This is an optimization exercise on Yosys and OpenROAD, whose aim is small area, a short achievable clock period and few clock cycles per item, not a production implementation. Only simulation tests tie the RTL to the original design; equivalence was not proved.

==> design/flow/design.v <==
module frac_sad_search #(
    parameter int WIDTH     = 8,
    parameter int HEIGHT    = 8,
    parameter int BITDEPTH  = 8,
    parameter int TAPS      = 8,
    parameter int HALF_TAPS = 3,
    parameter int SAD_W     = 14
) (
    input  logic                             clk,
    input  logic                             reset,
    input  logic                             in_valid,
    output logic                             in_ready,
    input  logic [(WIDTH+TAPS)*BITDEPTH-1:0] filter_pix,
    input  logic [WIDTH*BITDEPTH-1:0]        ref_pix,
    output logic                             out_valid,
    input  logic                             out_ack,
    output logic [SAD_W-1:0]                 sad_int,
    output logic [SAD_W-1:0]                 sad_h,
    output logic [SAD_W-1:0]                 sad_v,
    output logic [1:0]                       best_mode,
    output logic [SAD_W-1:0]                 best_sad
);
    localparam int BD   = BITDEPTH;
    localparam int NPX  = WIDTH + TAPS - 1;           
    localparam int LAST = HEIGHT + TAPS - 2;          
    localparam int RSW  = BD + $clog2(WIDTH);         
    function automatic logic [BD-1:0] filt8(input logic [TAPS*BD-1:0] p);
        logic [BD:0]  a, b, c, d;
        logic [15:0]  s;
        a = {1'b0, p[3*BD +: BD]} + {1'b0, p[4*BD +: BD]};
        b = {1'b0, p[2*BD +: BD]} + {1'b0, p[5*BD +: BD]};
        c = {1'b0, p[1*BD +: BD]} + {1'b0, p[6*BD +: BD]};
        d = {1'b0, p[0*BD +: BD]} + {1'b0, p[7*BD +: BD]};
        s = ({7'd0, a} << 5) + ({7'd0, a} << 3) + ({7'd0, c} << 2) + 16'd32
          - ({7'd0, b} << 3) - ({7'd0, b} << 1) - {7'd0, b} - {7'd0, d};
        if (s[15])      filt8 = {BD{1'b0}};
        else if (s[14]) filt8 = {BD{1'b1}};
        else            filt8 = s[13:6];
    endfunction
    function automatic logic [BD-1:0] absdiff(input logic [BD-1:0] a, input logic [BD-1:0] b);
        absdiff = (a > b) ? (a - b) : (b - a);
    endfunction
    logic [3:0]  cnt_q;            
    logic        ov_q;             
    logic        accept;
    assign in_ready = !(ov_q && cnt_q == 4'd7);
    assign accept   = in_valid && in_ready;
    always_ff @(posedge clk) begin
        if (reset)       cnt_q <= '0;
        else if (accept) cnt_q <= (cnt_q == 4'(LAST)) ? '0 : cnt_q + 4'd1;
    end
    logic [NPX*BD-1:0]   row_q;
    logic [WIDTH*BD-1:0] ref_q;
    logic                v0_q, c0_q, f0_q, l0_q;
    always_ff @(posedge clk) begin
        row_q <= filter_pix[NPX*BD-1:0];
        ref_q <= ref_pix;
        c0_q  <= cnt_q >= 4'(TAPS - 1);
        f0_q  <= cnt_q == 4'(TAPS - 1);
        l0_q  <= cnt_q == 4'(LAST);
    end
    always_ff @(posedge clk) begin
        if (reset) v0_q <= 1'b0;
        else       v0_q <= accept;
    end
    localparam int CW = WIDTH * BD;                   
    localparam int EW = (NPX - WIDTH) * BD;           
    logic [CW-1:0] wc [TAPS-1];
    logic [EW-1:0] we [4];
    always_ff @(posedge clk) begin
        if (v0_q) begin
            for (int r = 0; r < TAPS - 2; r++) wc[r] <= wc[r+1];
            wc[TAPS-2] <= row_q[HALF_TAPS*BD +: CW];
            for (int r = 0; r < 3; r++) we[r] <= we[r+1];
            we[3] <= {row_q[NPX*BD-1 : (HALF_TAPS+WIDTH)*BD], row_q[HALF_TAPS*BD-1:0]};
        end
    end
    logic [NPX*BD-1:0] hrow;
    logic [BD-1:0]     cv [WIDTH], ch [WIDTH];
    logic [TAPS*BD-1:0] vcol [WIDTH];
    always_comb begin
        hrow = {we[0][EW-1 : HALF_TAPS*BD], wc[3], we[0][HALF_TAPS*BD-1:0]};
        for (int x = 0; x < WIDTH; x++) begin
            for (int t = 0; t < TAPS - 1; t++) vcol[x][t*BD +: BD] = wc[t][x*BD +: BD];
            vcol[x][(TAPS-1)*BD +: BD] = row_q[(x+HALF_TAPS)*BD +: BD];
            cv[x] = filt8(vcol[x]);
            ch[x] = filt8(hrow[x*BD +: TAPS*BD]);
        end
    end
    logic [BD-1:0] v1v [WIDTH], v1h [WIDTH], v1i [WIDTH], v1c [WIDTH];
    logic          v1_q, f1_q, l1_q;
    always_ff @(posedge clk) begin
        for (int x = 0; x < WIDTH; x++) begin
            v1v[x] <= cv[x];
            v1h[x] <= ch[x];
            v1i[x] <= wc[3][x*BD +: BD];
            v1c[x] <= ref_q[x*BD +: BD];
        end
        f1_q <= f0_q;
        l1_q <= l0_q;
    end
    always_ff @(posedge clk) begin
        if (reset) v1_q <= 1'b0;
        else       v1_q <= v0_q && c0_q;
    end
    logic [RSW-1:0] rs_i, rs_h, rs_v;
    always_comb begin
        rs_i = '0; rs_h = '0; rs_v = '0;
        for (int x = 0; x < WIDTH; x++) begin
            rs_i = rs_i + RSW'(absdiff(v1i[x], v1c[x]));
            rs_h = rs_h + RSW'(absdiff(v1h[x], v1c[x]));
            rs_v = rs_v + RSW'(absdiff(v1v[x], v1c[x]));
        end
    end
    logic [RSW-1:0] r2i, r2h, r2v;
    logic           v2_q, f2_q, l2_q;
    always_ff @(posedge clk) begin
        r2i  <= rs_i;
        r2h  <= rs_h;
        r2v  <= rs_v;
        f2_q <= f1_q;
        l2_q <= l1_q;
    end
    always_ff @(posedge clk) begin
        if (reset) v2_q <= 1'b0;
        else       v2_q <= v1_q;
    end
    logic [SAD_W-1:0] acc_i, acc_h, acc_v;
    logic             fin_q;
    always_ff @(posedge clk) begin
        if (v2_q) begin
            acc_i <= (f2_q ? '0 : acc_i) + SAD_W'(r2i);
            acc_h <= (f2_q ? '0 : acc_h) + SAD_W'(r2h);
            acc_v <= (f2_q ? '0 : acc_v) + SAD_W'(r2v);
        end
    end
    always_ff @(posedge clk) begin
        if (reset) fin_q <= 1'b0;
        else       fin_q <= v2_q && l2_q;
    end
    logic [1:0]       bm_c, bm_q;
    logic [SAD_W-1:0] bs_c, bs_q;
    always_comb begin
        logic hi, vi, vh;
        hi = acc_h < acc_i;
        vi = acc_v < acc_i;
        vh = acc_v < acc_h;
        if (hi) begin
            bm_c = vh ? 2'd2 : 2'd1;
            bs_c = vh ? acc_v : acc_h;
        end else begin
            bm_c = vi ? 2'd2 : 2'd0;
            bs_c = vi ? acc_v : acc_i;
        end
    end
    always_ff @(posedge clk) begin
        if (fin_q) begin
            bm_q <= bm_c;
            bs_q <= bs_c;
        end
    end
    always_ff @(posedge clk) begin
        if (reset)                ov_q <= 1'b0;
        else if (ov_q && out_ack) ov_q <= 1'b0;
        else if (fin_q)           ov_q <= 1'b1;
    end
    assign out_valid = ov_q;
    assign sad_int   = acc_i;
    assign sad_h     = acc_h;
    assign sad_v     = acc_v;
    assign best_mode = bm_q;
    assign best_sad  = bs_q;
endmodule
==> design/flow/run.sh <==
#!/bin/bash
# synth_recipe.tcl (not shown) runs the flow's synth.tcl, then flattens the netlist and writes it again
# the make line also repeats each setting of config.mk as NAME=value (left out here)
make -C /OpenROAD-flow-scripts/flow DESIGN_CONFIG=/design/flow/config.mk WORK_HOME=/design/flow/orfs CLKGATE_MAP_FILE= SYNTH_SCRIPT=/design/flow/synth_recipe.tcl finish
==> design/flow/config.mk <==
export PLATFORM = sky130hd
export DESIGN_NAME = frac_sad_search
export DESIGN_NICKNAME = frac_sad_search
export VERILOG_FILES = /design/flow/design.v
export SDC_FILE = /design/flow/constraint.sdc
export NUM_CORES = 4
export LEC_CHECK = 0
export CAP_MARGIN = 20
export CORE_MARGIN = 2
export CORE_UTILIZATION = 40
export SLEW_MARGIN = 20
==> design/flow/constraint.sdc <==
create_clock -name core_clock -period 12.0 [get_ports {clk}]
set_input_delay 2.4000 -clock core_clock [delete_from_list [all_inputs] [get_ports {clk}]]
set_output_delay 2.4000 -clock core_clock [all_outputs]
set_load 0.01 [all_outputs]
==> flow_summary.json <==
{
  "grt_most_used_layer": "met2",
  "fin_nets": 12100,
  "drive_gt1_share_pct": 4.40,
  "grt_usage_pct": 20.1,
  "drc": 0,
  "slew-limit-headroom_pct": 28.9,
  "rows": 182,
  "ys_warn_count": 10,
  "ios": 256,
  "arrival_ns": 8.12,
  "slew_viol_final": 0,
  "worst_slack_ns": 4.59,
  "setup_viol": 0,
  "skew_ns": 0.0584,
  "fin_crit_sh_pct": 61.8,
  "grt_pass1_vias": 66300,
  "initial_core_util_pct": 40.1,
  "area_delta_synth_final_pct": 12.6,
  "min_period_ns": 7.41,
  "status": "timing/DRC/antenna clean",
  "use_met1_pct": 27.0,
  "fillers": 22600,
  "die_x_um": 500,
  "async_flop_share_pct": 0,
  "hold_viol": 0,
  "synth_area_sq_mm": 0.0984,
  "critPathLaunchType": "flip-flop",
  "grt_overflow": 0,
  "cts_root_buf": "clkbuf_16",
  "yosys.area.top_type": "edfxtp_1",
  "worstSetupEndpointType": "flip-flop",
  "tightest_slew_ns": 1.07,
  "dr_total_vias": 63500,
  "drtAntennaViolNets": 0,
  "hpwlAfterDp_um": 206000,
  "clk_latency_ns": 0.85,
  "die_y_um": 500,
  "utilization_pct": 45.2,
  "clkSinkCount": 1219,
  "synth_top_area_share_pct": 22.3,
  "ctsHoldBuffers": 0,
  "die-area_sq_mm": 0.250,
  "synthDistinctLibCells": 85,
  "cts_buffer_depth": 3,
  "dr.pass1.iters": 5,
  "grt_use_met2_pct": 33.0,
  "wl_per_cell_um": 19.4,
  "cts_inserted_buffers": 150,
  "finalSetupTns_ns": 0,
  "htreeDepth": 4,
  "cts_tree": "built",
  "path_max_fanout": 8,
  "vias_per_cell": 4.90,
  "yosys_register_bits": 1219,
  "maxCapViolCount": 0,
  "max_freq_ghz": 0.135,
  "clk_pin_slew_ns": 0.06,
  "rsz0062_at_grt": "no",
  "crit_type": "flip-flop to flip-flop",
  "synth-main-ff-cell": "edfxtp_1",
  "ys_top_cells_by_area": "edfxtp_1, fa_1, ha_1",
  "cts_resized": 0,
  "portBuffers": 247,
  "use_met3_pct": 2.71,
  "antenna_found_initial": 20,
  "drt-initial-drc-count": 3688,
  "gp_congestion": 0.948,
  "postCtsSetupRepairBufs": 0,
  "worstPathRequired_ns": 12.70,
  "syn_nets": 11700,
  "pre_cts_ws_ns": 4.54,
  "synth-edff-count": 730,
  "grt_pass1_wl_um": 383000,
  "yosysSeqAreaShare_pct": 32.2,
  "wirelength_um": 251000,
  "syn-instance-count": 9169,
  "core_sq_mm": 0.245,
  "reg2reg_slack_ns": 4.59,
  "hold_path_class": "flip-flop to flip-flop",
  "syn_avg_cell_area_sq_um": 10.7,
  "grt_max_degree": 175
}
[sequential cells by signal, summed over array words and instances (netlist names), 64 cells and up]
| register | flops |
|---|---|
| v1v | 64 |
| v1h | 64 |
| row_q | 120 |
| wc | 448 |
| ref_q | 64 |
| we | 224 |
| v1i | 64 |
| v1c | 64 |
[cell usage after synthesis (all sizes together) (7+ instances only)]
master and number:
inv 2245, xnor2 430, nor2 311, clkbuf 32, buf 9, a311oi 12, a31oi 40, nand2 181
or3 19, a211o 13, a221oi 12, xor2 152, and3 52, a21oi 552, mux2 38, nor3 46
o21a 82, nand4 49, ha 1393, nor2b 121, a21boi 38, o2111ai 7, nand2b 76, a211oi 99
and2 22, o21ai 231, o211ai 30, a21o 182, fa 944, nand3b 14, or4 8, nand3 65
o21bai 189, mux2i 93, a22o 14, or2 25, and4b 11, o31ai 16, edfxtp 730, and4 11
dfxtp 489
[critical path, cell delays in order, from the launching register on]
cell and delay [ns]:
dfxtp_1 0.64, inv_1 0.30, fa_1 0.49, a211oi_1 0.23
o21ai_0 0.16, a31oi_1 0.50, nor2_1 0.24, o211a_1 0.28
o21ai_0 0.41, a21boi_0 0.57, fa_1 0.56, fa_1 0.48
fa_1 0.49, inv_1 0.05, fa_1 0.48, inv_1 0.06
fa_1 0.39, a21oi_1 0.15, nor2_1 0.06, nor2_1 0.14
o21bai_1 0.08, a21oi_1 0.21, nor2b_1 0.07, o21ai_0 0.15
nand2b_1 0.08
[placed cells by master, fill, tap and decap left out, types with 182 or more instances in the layout]
| master | Yosys | final |
|---|---|---|
| inv_1 | 2245 | 2245 |
| ha_1 | 1393 | 1393 |
| fa_1 | 944 | 944 |
| edfxtp_1 | 730 | 730 |
| a21oi_1 | 552 | 552 |
| dfxtp_1 | 489 | 487 |
| xnor2_1 | 430 | 430 |
| nor2_1 | 311 | 311 |
| clkdlybuf4s50_1 | 0 | 247 |
| o21ai_0 | 219 | 219 |
| o21bai_1 | 189 | 189 |
| a21o_1 | 182 | 182 |
[worst paths after layout]
| path | startpoint | endpoint | depth (start not counted) |
|---|---|---|---|
| setup / recovery | v1c[2][1] | r2v[10] | 24 |
| hold / removal | ref_q[56] | v1c[7][0] | 0 |
| setup reg to reg | v1c[2][1] | r2v[10] | 24 |
| hold reg to reg | ref_q[56] | v1c[7][0] | 0 |
[per-stage QoR]
step,hold slack (ns),cells,instance area (sq um)
after floorplan,0.310,9169,98400
after global placement,0.315,12700,105000
after detailed placement,0.312,12700,105000
after CTS,0.325,12900,111000
after global routing,0.330,13000,111000
final,0.325,13000,111000
[kinds of logic (layout without fill, tap and decap cells)]
group / count (synthesis) / in the layout / synth area share [%]
compound gates: 1592 / 1592 / 10.4
xor+xnor: 582 / 582 / 5.19
fa+ha+maj: 2337 / 2337 / 36.9
buf+inv: 2286 / 2846 / 8.73
flops: 1219 / 1219 / 32.2
mux: 131 / 131 / 1.38
other cells: 0 / 4 / 0
simple gates: 1022 / 1022 / 5.23
[metal layers]
| layer | routed length, um | up-vias | part of all wire (%) |
|---|---|---|---|
| met1 | 114000 | 30900 | 45 |
| met5 | 13 | - | 0.0052 |
| met2 | 115000 | 1339 | 46 |
| met3 | 11500 | 369 | 4.6 |
| li1 | - | 30900 | - |
| met4 | 9910 | 2 | 4.0 |
[final cells by class]
class,count,area [sq um],share of cell area [%]
sequential,1219,31700,28.6
multi-input combinational,5664,58100,52.5
antenna,4,10.0,0.00903
tap,3220,4030,3.63
clock inverter,77,995,0.897
timing repair buffer,319,3050,2.75
clock buffer,205,4470,4.04
inverter,2245,8430,7.60
Testbench counts, summed over its fixed seeds: cycles 15,400, blocks 1,024.

-- static timing again, ports no longer ideal --
Ports are ideal in the flow. The routed layout listed here was re-timed in OpenROAD. Step 1 assumes that a clkbuf_16 drives the clock port and a buf_2 every other input. Step 2 adds t to the input delays and takes it off the output delays; t is the mean of the earliest and latest rising clock arrival at the registers after step 1. Input paths then give back, and output paths get back, about the clock's delay inside the block. Three values: no drivers, after step 1, after step 2; two values: the first two.
t, ns: 0.917
setup slack, ns: 4.588 / 4.588 / 4.588
clock arrival spread, ns: 0.066 / 0.065
After both steps setup and hold are still met in this run. The setup slack of this run moves by 0.000 ns with the drivers and by 0.000 ns with both steps.
